This is an optimization exercise on Yosys and OpenROAD, whose aim is small area, a short achievable clock period and few clock cycles, not a production implementation.
The RTL was checked by simulation tests, not by an equivalence proof against the original design.

==> run Z <==
==> flow/design.v <==
package cpu_pkg;
    localparam int DATA_W    = 16;
    localparam int ADDR_W    = 8;
    localparam int MEM_DEPTH = 256;
    localparam int REG_SEL_W = 4;
    localparam int NUM_REGS  = 16;
    localparam logic [3:0] OP_SYS    = 4'b0000;  
    localparam logic [3:0] OP_SETN   = 4'b0001;
    localparam logic [3:0] OP_LOADN  = 4'b0010;
    localparam logic [3:0] OP_STOREN = 4'b0011;
    localparam logic [3:0] OP_ADDN   = 4'b0101;
    localparam logic [3:0] OP_ADD    = 4'b0110;  
    localparam logic [3:0] OP_SUB    = 4'b0111;  
    localparam logic [3:0] OP_JUMPN  = 4'b1011;
    localparam logic [1:0] OP_JCOND  = 2'b11;    
    localparam logic [1:0] SYS_HALT  = 2'b00;
    localparam logic [1:0] SYS_WRITE = 2'b10;
    localparam logic [1:0] COND_EQZ = 2'b00;
    localparam logic [1:0] COND_NEZ = 2'b01;
    localparam logic [1:0] COND_GTZ = 2'b10;
    localparam logic [1:0] COND_LTZ = 2'b11;
    typedef logic [2:0] step_t;
    typedef enum logic [2:0] {
        BUS_NONE = 3'd0,  
        BUS_PC   = 3'd1,
        BUS_MEM  = 3'd2,
        BUS_REG  = 3'd3,
        BUS_ALU  = 3'd4,
        BUS_IMM  = 3'd5
    } bus_src_t;
    typedef enum logic {
        ALU_ADD = 1'b0,
        ALU_SUB = 1'b1   
    } alu_op_t;
endpackage
`timescale 1ns/100ps
`timescale 1ns/100ps
`timescale 1ns/100ps
import cpu_pkg::*;
module register_file (
    input  logic                 clk,
    input  logic                 rst,
    input  logic                 we,
    input  logic [REG_SEL_W-1:0] wsel,
    input  logic [DATA_W-1:0]    wdata,
    input  logic [REG_SEL_W-1:0] sel_a,
    input  logic [REG_SEL_W-1:0] sel_b,
    output logic [DATA_W-1:0]    rdata_a,
    output logic [DATA_W-1:0]    rdata_b
);
    logic [DATA_W-1:0] regs [NUM_REGS];
    always_ff @(posedge clk) begin
        if (rst) begin
            for (int i = 1; i < NUM_REGS; i++)
                regs[i] <= '0;
        end else if (we && wsel != '0) begin
            regs[wsel] <= wdata;
        end
    end
    assign rdata_a = (sel_a == '0) ? '0 : regs[sel_a];
    assign rdata_b = (sel_b == '0) ? '0 : regs[sel_b];
endmodule
`timescale 1ns/100ps
import cpu_pkg::*;
module alu_unit (
    input  logic              sub,
    input  logic [DATA_W-1:0] a,
    input  logic [DATA_W-1:0] b,
    output logic [DATA_W-1:0] result
);
    assign result = sub ? a - b : a + b;    
endmodule
`timescale 1ns/100ps
import cpu_pkg::*;
module program_memory (
    input  logic              clk,
    input  logic              we,
    input  logic [ADDR_W-1:0] waddr,
    input  logic [DATA_W-1:0] wdata,
    input  logic [ADDR_W-1:0] raddr,
    output logic [DATA_W-1:0] rdata
);
    logic [DATA_W-1:0] mem [MEM_DEPTH];
    always_ff @(posedge clk) begin
        if (we)
            mem[waddr] <= wdata;
    end
    assign rdata = mem[raddr];
endmodule
`timescale 1ns/100ps
import cpu_pkg::*;
module cpu_top (
    input  logic              clk,
    input  logic              rst,
    input  logic              writing_program,
    input  logic              prog_we,
    input  logic [ADDR_W-1:0] prog_addr,
    input  logic [DATA_W-1:0] prog_wdata,
    output logic              out_valid,
    output logic [DATA_W-1:0] out_data,
    output logic              halted
);
    logic                 wp_q;        
    logic                 rst_q;
    logic [ADDR_W-1:0]    pc;          
    logic [DATA_W-1:0]    ir;
    logic                 ir_valid;
    logic                 ld_pend;     
    logic [REG_SEL_W-1:0] ld_rd;
    logic                 wb_en;
    logic [ADDR_W-1:0]    wb_addr;
    logic [DATA_W-1:0]    wb_data;
    logic [ADDR_W-1:0]    fetch_addr;
    logic [DATA_W-1:0]    mem_rdata;
    logic [DATA_W-1:0]    fetch_data;
    logic [3:0]           op;
    logic                 run, exe;
    logic                 is_rrr, is_setn, is_load, is_store, is_wrop, is_jump, is_jcond;
    logic                 is_halt, is_write;
    logic [REG_SEL_W-1:0] sel_a;
    logic [DATA_W-1:0]    ra, rb, opb, alu_res;
    logic                 cond_true, take;
    logic                 rf_we;
    logic [REG_SEL_W-1:0] rf_wsel;
    logic [DATA_W-1:0]    rf_wdata;
    assign op       = ir[15:12];
    assign is_rrr   = (op[3:1] == 3'b011);               
    assign is_setn  = (op == OP_SETN);
    assign is_load  = (op == OP_LOADN);
    assign is_store = (op == OP_STOREN);
    assign is_wrop  = is_rrr || is_setn || (op == OP_ADDN);
    assign is_jump  = (op == OP_JUMPN);
    assign is_jcond = (ir[15:14] == OP_JCOND);
    assign is_halt  = (op == OP_SYS) && (ir[1:0] == SYS_HALT);
    assign is_write = (op == OP_SYS) && (ir[1:0] == SYS_WRITE);
    assign run = !wp_q && !halted;
    assign exe = run && ir_valid;
    assign sel_a = is_rrr ? ir[7:4] : (is_setn ? 4'd0 : ir[11:8]);
    register_file regs0 (
        .clk(clk), .rst(rst_q), .we(rf_we), .wsel(rf_wsel), .wdata(rf_wdata),
        .sel_a(sel_a), .sel_b(ir[3:0]), .rdata_a(ra), .rdata_b(rb)
    );
    assign opb = is_rrr ? rb : {{(DATA_W-ADDR_W){1'b0}}, ir[ADDR_W-1:0]};
    alu_unit alu0 (.sub(op == OP_SUB), .a(ra), .b(opb), .result(alu_res));
    always_comb begin
        case (ir[13:12])
            COND_EQZ: cond_true = (ra == '0);
            COND_NEZ: cond_true = (ra != '0);
            COND_GTZ: cond_true = (ra != '0) && !ra[DATA_W-1];
            default:  cond_true = ra[DATA_W-1];
        endcase
    end
    assign take = exe && (is_jump || (is_jcond && cond_true));
    assign rf_we    = ld_pend || (exe && is_wrop);
    assign rf_wsel  = ld_pend ? ld_rd : ir[11:8];
    assign rf_wdata = ld_pend ? ir : alu_res;
    assign fetch_addr = (ir_valid && is_load) ? ir[ADDR_W-1:0] : pc;
    program_memory mem0 (
        .clk(clk), .we(wb_en), .waddr(wb_addr), .wdata(wb_data),
        .raddr(fetch_addr), .rdata(mem_rdata)
    );
    always_comb begin
        if (exe && is_store && ir[ADDR_W-1:0] == pc)
            fetch_data = ra;
        else if (wb_en && wb_addr == fetch_addr)
            fetch_data = wb_data;
        else
            fetch_data = mem_rdata;
    end
    always_ff @(posedge clk) begin
        wp_q  <= writing_program;
        rst_q <= rst;
        if (writing_program) begin
            wb_en   <= prog_we && !rst;
            wb_addr <= prog_addr;
            wb_data <= prog_wdata;
        end else begin
            wb_en   <= exe && is_store;
            wb_addr <= ir[ADDR_W-1:0];
            wb_data <= ra;
        end
        if (wp_q) begin
            ir       <= fetch_data;
            ir_valid <= !writing_program;
            pc       <= {{(ADDR_W-1){1'b0}}, !writing_program};
            ld_pend  <= 1'b0;
        end else if (run) begin
            ir      <= fetch_data;
            ld_pend <= exe && is_load;
            ld_rd   <= ir[11:8];
            if (exe && is_load) begin
                ir_valid <= 1'b0;
            end else if (take) begin
                ir_valid <= 1'b0;
                pc       <= ir[ADDR_W-1:0];
            end else begin
                ir_valid <= 1'b1;
                pc       <= fetch_addr + ADDR_W'(1);
            end
        end
        if (rst) begin
            out_valid <= 1'b0;
            halted    <= 1'b0;
        end else begin
            out_valid <= exe && is_write;
            if (exe && is_halt)
                halted <= 1'b1;
        end
        if (exe && is_write)
            out_data <= ra;
    end
endmodule
==> flow/run.sh <==
#!/bin/bash
# synth_recipe.tcl (not shown) runs the flow's synth.tcl, then flattens the netlist and writes it again
# the make line also repeats each setting of config.mk as NAME=value (left out here)
make -C /OpenROAD-flow-scripts/flow DESIGN_CONFIG=/design/flow/config.mk WORK_HOME=/design/flow/orfs CLKGATE_MAP_FILE= SYNTH_SCRIPT=/design/flow/synth_recipe.tcl finish
==> flow/config.mk <==
export PLATFORM = sky130hd
export DESIGN_NAME = cpu_top
export DESIGN_NICKNAME = cpu_top
export VERILOG_FILES = /design/flow/design.v
export SDC_FILE = /design/flow/constraint.sdc
export NUM_CORES = 4
export LEC_CHECK = 0
export CAP_MARGIN = 20
export CORE_MARGIN = 2
export CORE_UTILIZATION = 38
export SLEW_MARGIN = 20
==> flow/constraint.sdc <==
create_clock -name core_clock -period 10.0 [get_ports {clk}]
set_input_delay 2.0000 -clock core_clock [delete_from_list [all_inputs] [get_ports {clk}]]
set_output_delay 2.0000 -clock core_clock [all_outputs]
set_load 0.01 [all_outputs]
==> run P (differences from run Z) <==
--- a/flow/design.v
+++ b/flow/design.v
@@ -46,8 +46,12 @@
     input  logic [REG_SEL_W-1:0] sel_a,
     input  logic [REG_SEL_W-1:0] sel_b,
+    input  logic [REG_SEL_W-1:0] sel_c,
     output logic [DATA_W-1:0]    rdata_a,
-    output logic [DATA_W-1:0]    rdata_b
+    output logic [DATA_W-1:0]    rdata_b,
+    output logic                 zero_c,
+    output logic                 sign_c
 );
     logic [DATA_W-1:0] regs [NUM_REGS];
+    logic [NUM_REGS-1:0] zf, sf;
     always_ff @(posedge clk) begin
         if (rst) begin
@@ -58,6 +62,16 @@
         end
     end
+    always_comb begin
+        zf[0] = 1'b1;
+        sf[0] = 1'b0;
+        for (int i = 1; i < NUM_REGS; i++) begin
+            zf[i] = (regs[i] == '0);
+            sf[i] = regs[i][DATA_W-1];
+        end
+    end
     assign rdata_a = (sel_a == '0) ? '0 : regs[sel_a];
     assign rdata_b = (sel_b == '0) ? '0 : regs[sel_b];
+    assign zero_c  = zf[sel_c];
+    assign sign_c  = sf[sel_c];
 endmodule
 `timescale 1ns/100ps
@@ -69,5 +83,25 @@
     output logic [DATA_W-1:0] result
 );
-    assign result = sub ? a - b : a + b;    
+    logic [DATA_W-1:0] bb, p, g, gg, pp, gn, pn, c;
+    always_comb begin
+        bb = sub ? ~b : b;
+        p  = a ^ bb;
+        g  = a & bb;
+        gg = g;
+        pp = p;
+        gg[0] = g[0] | (p[0] & sub);
+        for (int d = 1; d < DATA_W; d = d * 2) begin
+            gn = gg;
+            pn = pp;
+            for (int i = d; i < DATA_W; i++) begin
+                gn[i] = gg[i] | (pp[i] & gg[i-d]);
+                pn[i] = pp[i] & pp[i-d];
+            end
+            gg = gn;
+            pp = pn;
+        end
+        c = {gg[DATA_W-2:0], sub};
+        result = p ^ c;
+    end
 endmodule
 `timescale 1ns/100ps
@@ -78,13 +112,32 @@
     input  logic [ADDR_W-1:0] waddr,
     input  logic [DATA_W-1:0] wdata,
-    input  logic [ADDR_W-1:0] raddr,
+    input  logic              sel,
+    input  logic [ADDR_W-1:0] raddr0,
+    input  logic [ADDR_W-1:0] raddr1,
     output logic [DATA_W-1:0] rdata
 );
     logic [DATA_W-1:0] mem [MEM_DEPTH];
     always_ff @(posedge clk) begin
-        if (we)
-            mem[waddr] <= wdata;
-    end
-    assign rdata = mem[raddr];
+        for (int i = 0; i < MEM_DEPTH; i++)
+            if (we && waddr == ADDR_W'(i))
+                mem[i] <= wdata;
+    end
+    logic [15:0] lo0, hi0, lo1, hi1, lo, hi;
+    logic [MEM_DEPTH-1:0] ws;
+    always_comb begin
+        for (int i = 0; i < 16; i++) begin
+            lo0[i] = (raddr0[3:0] == 4'(i));
+            hi0[i] = (raddr0[7:4] == 4'(i));
+            lo1[i] = (raddr1[3:0] == 4'(i));
+            hi1[i] = (raddr1[7:4] == 4'(i));
+        end
+        lo = sel ? lo1 : lo0;
+        hi = sel ? hi1 : hi0;
+        for (int i = 0; i < MEM_DEPTH; i++)
+            ws[i] = hi[i/16] && lo[i%16];
+        rdata = '0;
+        for (int i = 0; i < MEM_DEPTH; i++)
+            rdata = rdata | (mem[i] & {DATA_W{ws[i]}});
+    end
 endmodule
 `timescale 1ns/100ps
@@ -111,13 +164,16 @@
     logic [ADDR_W-1:0]    wb_addr;
     logic [DATA_W-1:0]    wb_data;
+    logic                 sel_ir;      
     logic [ADDR_W-1:0]    fetch_addr;
     logic [DATA_W-1:0]    mem_rdata;
     logic [DATA_W-1:0]    fetch_data;
+    logic                 st_hit, wb_hit;
     logic [3:0]           op;
-    logic                 run, exe;
+    logic                 exe;
     logic                 is_rrr, is_setn, is_load, is_store, is_wrop, is_jump, is_jcond;
     logic                 is_halt, is_write;
     logic [REG_SEL_W-1:0] sel_a;
     logic [DATA_W-1:0]    ra, rb, opb, alu_res;
+    logic                 zero_x, sign_x;
     logic                 cond_true, take;
     logic                 rf_we;
@@ -134,10 +190,10 @@
     assign is_halt  = (op == OP_SYS) && (ir[1:0] == SYS_HALT);
     assign is_write = (op == OP_SYS) && (ir[1:0] == SYS_WRITE);
-    assign run = !wp_q && !halted;
-    assign exe = run && ir_valid;
+    assign exe = ir_valid && !halted;
     assign sel_a = is_rrr ? ir[7:4] : (is_setn ? 4'd0 : ir[11:8]);
     register_file regs0 (
         .clk(clk), .rst(rst_q), .we(rf_we), .wsel(rf_wsel), .wdata(rf_wdata),
-        .sel_a(sel_a), .sel_b(ir[3:0]), .rdata_a(ra), .rdata_b(rb)
+        .sel_a(sel_a), .sel_b(ir[3:0]), .sel_c(ir[11:8]), .rdata_a(ra), .rdata_b(rb),
+        .zero_c(zero_x), .sign_c(sign_x)
     );
     assign opb = is_rrr ? rb : {{(DATA_W-ADDR_W){1'b0}}, ir[ADDR_W-1:0]};
@@ -145,27 +201,23 @@
     always_comb begin
         case (ir[13:12])
-            COND_EQZ: cond_true = (ra == '0);
-            COND_NEZ: cond_true = (ra != '0);
-            COND_GTZ: cond_true = (ra != '0) && !ra[DATA_W-1];
-            default:  cond_true = ra[DATA_W-1];
+            COND_EQZ: cond_true = zero_x;
+            COND_NEZ: cond_true = !zero_x;
+            COND_GTZ: cond_true = !zero_x && !sign_x;
+            default:  cond_true = sign_x;
         endcase
     end
-    assign take = exe && (is_jump || (is_jcond && cond_true));
+    assign take   = exe && (is_jump || (is_jcond && cond_true));
+    assign sel_ir = take || (exe && is_load);
     assign rf_we    = ld_pend || (exe && is_wrop);
     assign rf_wsel  = ld_pend ? ld_rd : ir[11:8];
     assign rf_wdata = ld_pend ? ir : alu_res;
-    assign fetch_addr = (ir_valid && is_load) ? ir[ADDR_W-1:0] : pc;
+    assign fetch_addr = sel_ir ? ir[ADDR_W-1:0] : pc;
     program_memory mem0 (
         .clk(clk), .we(wb_en), .waddr(wb_addr), .wdata(wb_data),
-        .raddr(fetch_addr), .rdata(mem_rdata)
+        .sel(sel_ir), .raddr0(pc), .raddr1(ir[ADDR_W-1:0]), .rdata(mem_rdata)
     );
-    always_comb begin
-        if (exe && is_store && ir[ADDR_W-1:0] == pc)
-            fetch_data = ra;
-        else if (wb_en && wb_addr == fetch_addr)
-            fetch_data = wb_data;
-        else
-            fetch_data = mem_rdata;
-    end
+    assign st_hit = exe && is_store && (ir[ADDR_W-1:0] == pc);
+    assign wb_hit = wb_en && (sel_ir ? (wb_addr == ir[ADDR_W-1:0]) : (wb_addr == pc));
+    assign fetch_data = st_hit ? ra : (wb_hit ? wb_data : mem_rdata);
     always_ff @(posedge clk) begin
         wp_q  <= writing_program;
@@ -180,18 +232,17 @@
             wb_data <= ra;
         end
-        if (wp_q) begin
-            ir       <= fetch_data;
-            ir_valid <= !writing_program;
-            pc       <= {{(ADDR_W-1){1'b0}}, !writing_program};
+        ir <= fetch_data;
+        if (writing_program) begin
+            ir_valid <= 1'b0;
+            pc       <= '0;
             ld_pend  <= 1'b0;
-        end else if (run) begin
-            ir      <= fetch_data;
+        end else if (wp_q) begin
+            ir_valid <= 1'b1;
+            pc       <= ADDR_W'(1);
+        end else if (!halted) begin
             ld_pend <= exe && is_load;
             ld_rd   <= ir[11:8];
             if (exe && is_load) begin
                 ir_valid <= 1'b0;
-            end else if (take) begin
-                ir_valid <= 1'b0;
-                pc       <= ir[ADDR_W-1:0];
             end else begin
                 ir_valid <= 1'b1;
--- a/flow/config.mk
+++ b/flow/config.mk
@@ -8,4 +8,5 @@
 export CAP_MARGIN = 20
 export CORE_MARGIN = 2
-export CORE_UTILIZATION = 38
+export CORE_UTILIZATION = 50
+export SETUP_SLACK_MARGIN = 5
 export SLEW_MARGIN = 20
==> notes <==
Against run P, the synthesized cell count of run Z is higher by about 28%. Synthesized area: run Z is larger than run P (3.5%). Run Z went through all stages and came out clean. Run P failed in global routing (5_1_grt) on GRT-0116.
Testbench counts of run Z, summed over its fixed seeds: cycles 17,116.
Testbench counts of run P, summed over its fixed seeds: cycles 15,569.

[re-timing with driven ports]
In the flow no input, the clock included, has a driving cell. The finished layout below was timed again as built, in two steps. Step 1 (the two cells are an assumption about what drives the block):
set clk [get_ports {clk}]
set_driving_cell -lib_cell sky130_fd_sc_hd__clkbuf_16 $clk
set_driving_cell -lib_cell sky130_fd_sc_hd__buf_2 [delete_from_list [all_inputs] $clk]
Step 2, shift: input delay + t, output delay - t, t = (earliest + latest rising clock arrival at the registers) / 2. This alone moves slack from input paths to output paths. a / b / c = ideal / step 1 / step 2; a / b = the first two.
run: run Z
t (ns): 1.094
slack for setup (ns): 2.547 / 2.547 / 2.547
hold slack, ns: 0.510 / 0.510 / 0.510
latest minus earliest clock arrival (ns): 0.080 / 0.080
worst slew at a driven data input, ns: 0.05
After both steps setup and hold are still met in run Z. The setup slack of run Z moves by 0.000 ns with the drivers and by 0.000 ns with both steps.
